This is an optimization exercise on Yosys and OpenROAD, whose aim is small area, a short achievable clock period and few clock cycles per item, not a production implementation. At most, simulation tests tie the RTL to the original design; equivalence was not proved. Power and IR drop assume default switching activity.

// radix_integer_text_parser
module radix_integer_text_parser #(
  parameter int ACC_WIDTH    = rtip_pkg::ACC_WIDTH_DEF,
  parameter int OFFSET_WIDTH = rtip_pkg::OFFSET_WIDTH_DEF,
  parameter int OUT_W        = ((ACC_WIDTH + OFFSET_WIDTH + 7) / 8) * 8
) (
  input  logic                               clk,
  input  logic                               rst,
  input  logic                               cfg_valid,
  output logic                               cfg_ready,
  input  logic [rtip_pkg::CFG_INDEX_W-1:0]   cfg_index,
  input  logic [rtip_pkg::CFG_DATA_W-1:0]    cfg_data,
  input  logic                               s_axis_tvalid,
  output logic                               s_axis_tready,
  input  logic [rtip_pkg::CHAR_W-1:0]        s_axis_tdata,
  input  logic                               s_axis_tlast,
  output logic                               m_axis_tvalid,
  input  logic                               m_axis_tready,
  output logic [OUT_W-1:0]                   m_axis_tdata
);
  logic [BASE_W-1:0] cfg_base;
  logic              cfg_sgn;
  assign cfg_ready = 1'b1;
  always_ff @(posedge clk) begin
    if (rst) begin
      cfg_base <= '0;
      cfg_sgn  <= 1'b0;
    end else if (cfg_valid) begin
      if (cfg_index == CFG_NUMBER_BASE) cfg_base <= cfg_data[BASE_W-1:0];
      if (cfg_index == CFG_SIGNED_MODE) cfg_sgn  <= cfg_data[0];
    end
  end
  ...
export LEC_CHECK = 0
export CAP_MARGIN = 20
export CORE_MARGIN = 2
export CORE_UTILIZATION = 40
export SETUP_SLACK_MARGIN = 5
export SLEW_MARGIN = 20
create_clock -name core_clock -period 9.0 [get_ports {clk}]
standard.sh (not shown) runs the stock make flow with config.mk's settings and CLKGATE_MAP_FILE= SYNTH_SCRIPT=/design/flow/synth_recipe.tcl, a recipe that flattens the netlist after the stock synthesis.
==> flow/flow/run.sh <==
#!/bin/bash
# The standard layout, with the smallest buffer on the ports and a tighter setup repair
# target. Each make step keeps its own log under orfs/logs; make's output goes to make.log.
set -euo pipefail
bash standard.sh \
  "BUFFER_PORTS_ARGS=-buffer_cell sky130_fd_sc_hd__buf_1" \
  SETUP_SLACK_MARGIN=6 \
  finish > make.log 2>&1
Testbench counts at the start, summed over its fixed seeds: cycles 28,666, chars 28,066.
Edit:
--- a/flow/flow/run.sh
+++ b/flow/flow/run.sh
@@ -7 +7 @@
-  SETUP_SLACK_MARGIN=6 \
+  SETUP_SLACK_MARGIN=5 \
Settings changed: CORE_UTILIZATION 40 to 55, CTS_BUF_LIST set to sky130_fd_sc_hd__clkbuf_8, PLACE_DENSITY set to 0.75.
Result: The new run completed without violations. Hold slack improved by 0.017 ns. Clock skew shrinks by 0.0037 ns. Core utilization climbs by 7.2 points. Maximum frequency goes down by 5.8%. Cell area fell by 17%. Routed wire length drops by 16%. First-iteration DRC count stays flat. Synthesized area is unchanged. Cell count fell by 11%. Count of clock-buffer cells in the layout does not change. Sequential share of layout area grows by 4.2 points.
Edit:
==> flow/run.sh (new file) <==
#!/bin/bash
# synth_recipe.tcl (not shown) runs the flow's synth.tcl, then flattens the netlist and writes it again
# the make line also repeats each setting of config.mk as NAME=value (left out here)
make -C /OpenROAD-flow-scripts/flow DESIGN_CONFIG=/design/flow/config.mk WORK_HOME=/design/flow/orfs CLKGATE_MAP_FILE= SYNTH_SCRIPT=/design/flow/synth_recipe.tcl finish
Settings changed: CORE_UTILIZATION 55 to 40, CTS_BUF_LIST sky130_fd_sc_hd__clkbuf_8 to unset, PLACE_DENSITY 0.75 to unset.
removed: flow/flow/run.sh
removed: flow/standard.sh
Result: Routed wire length came out higher by 6.8%; worst setup slack improves by 0.057 ns; utilization is lower by 12 points; non-clock buffer count rises by 3.

* * *

Another version of the RTL of radix_integer_text_parser (not shown whole).
Size: ~1500 cells after synthesis, about 130 flip-flops, roughly 110 I/O pins.
// radix_integer_text_parser
module radix_integer_text_parser #(
  parameter int ACC_WIDTH    = rtip_pkg::ACC_WIDTH_DEF,
  parameter int OFFSET_WIDTH = rtip_pkg::OFFSET_WIDTH_DEF,
  parameter int OUT_W        = ((ACC_WIDTH + OFFSET_WIDTH + 7) / 8) * 8
) (
  input  logic                               clk,
  input  logic                               rst,
  input  logic                               cfg_valid,
  output logic                               cfg_ready,
  input  logic [rtip_pkg::CFG_INDEX_W-1:0]   cfg_index,
  input  logic [rtip_pkg::CFG_DATA_W-1:0]    cfg_data,
  input  logic                               s_axis_tvalid,
  output logic                               s_axis_tready,
  input  logic [rtip_pkg::CHAR_W-1:0]        s_axis_tdata,
  input  logic                               s_axis_tlast,
  output logic                               m_axis_tvalid,
  input  logic                               m_axis_tready,
  output logic [OUT_W-1:0]                   m_axis_tdata
);
==> flow/config.mk <==
export PLATFORM = sky130hd
export DESIGN_NAME = radix_integer_text_parser
export DESIGN_NICKNAME = radix_integer_text_parser
export VERILOG_FILES = /design/flow/design.v
export SDC_FILE = /design/flow/constraint.sdc
export NUM_CORES = 4
export LEC_CHECK = 0
export ABC_CLOCK_PERIOD_IN_PS = 3000
export CAP_MARGIN = 20
export CORE_MARGIN = 2
export CORE_UTILIZATION = 40
export SETUP_SLACK_MARGIN = 5
export SLEW_MARGIN = 20
==> flow/constraint.sdc <==
create_clock -name core_clock -period 9.0 [get_ports {clk}]
set_input_delay 1.8000 -clock core_clock [delete_from_list [all_inputs] [get_ports {clk}]]
set_output_delay 1.8000 -clock core_clock [all_outputs]
set_load 0.01 [all_outputs]
run.sh (not shown) runs the stock make flow with config.mk's settings and CLKGATE_MAP_FILE= SYNTH_SCRIPT=/design/flow/synth_recipe.tcl, a recipe that flattens the netlist after the stock synthesis.
Stock flow here: none of the scripts above is used.
==> next run, changes <==
- ABC_CLOCK_PERIOD_IN_PS: 3000 -> 2000
The new run produced a clean layout.
Sequential power hardly moves.
Routed wire length does not change.
Final area is unchanged.
Power is unchanged.
Synthesized cell count stays the same.
Cell count does not change.
Fmax is unchanged.
Clock-buffer cell count does not change.
Function was not checked in any run of this note: the RTL went through the layout flow alone.

[static timing again, ports no longer ideal]
In the flow no input, the clock included, has a driving cell. The finished layouts below were timed again as built, in two steps.
Step 1 assumes that a clkbuf_16 drives the clock port and a buf_2 every other input.
Step 2 adds t to the input delays and takes it off the output delays; t is the mean of the earliest and latest rising clock arrival at the registers after step 1. Input paths then give back, and output paths get back, about the clock's delay inside the block.
Three values: no drivers, after step 1, after step 2; two values: the first two.
| run | shift t [ns] | setup slack, ns | worst setup path after step 2 | worst register clock-pin slew, ns |
|---|---|---|---|---|
| the first run of note 1 | 0.478 | 5.359 / 5.359 / 5.359 | register to register | 0.08 / 0.08 |
| the second run of note 1 | 0.490 | 5.136 / 5.136 / 4.738 | input to register | 0.09 / 0.09 |
| the third run of note 1 | 0.463 | 5.193 / 5.193 / 4.803 | input to register | 0.06 / 0.06 |
| the first run of note 2 | 0.476 | 4.392 / 4.392 / 4.392 | register to register | 0.07 / 0.07 |
| the second run of note 2 | 0.476 | 4.392 / 4.392 / 4.392 | register to register | 0.07 / 0.07 |
After both steps setup and hold are still met in every run listed. For the second run of note 1, which loses most, drivers alone change the setup slack by 0.000 ns; drivers and shift together by -0.398 ns.
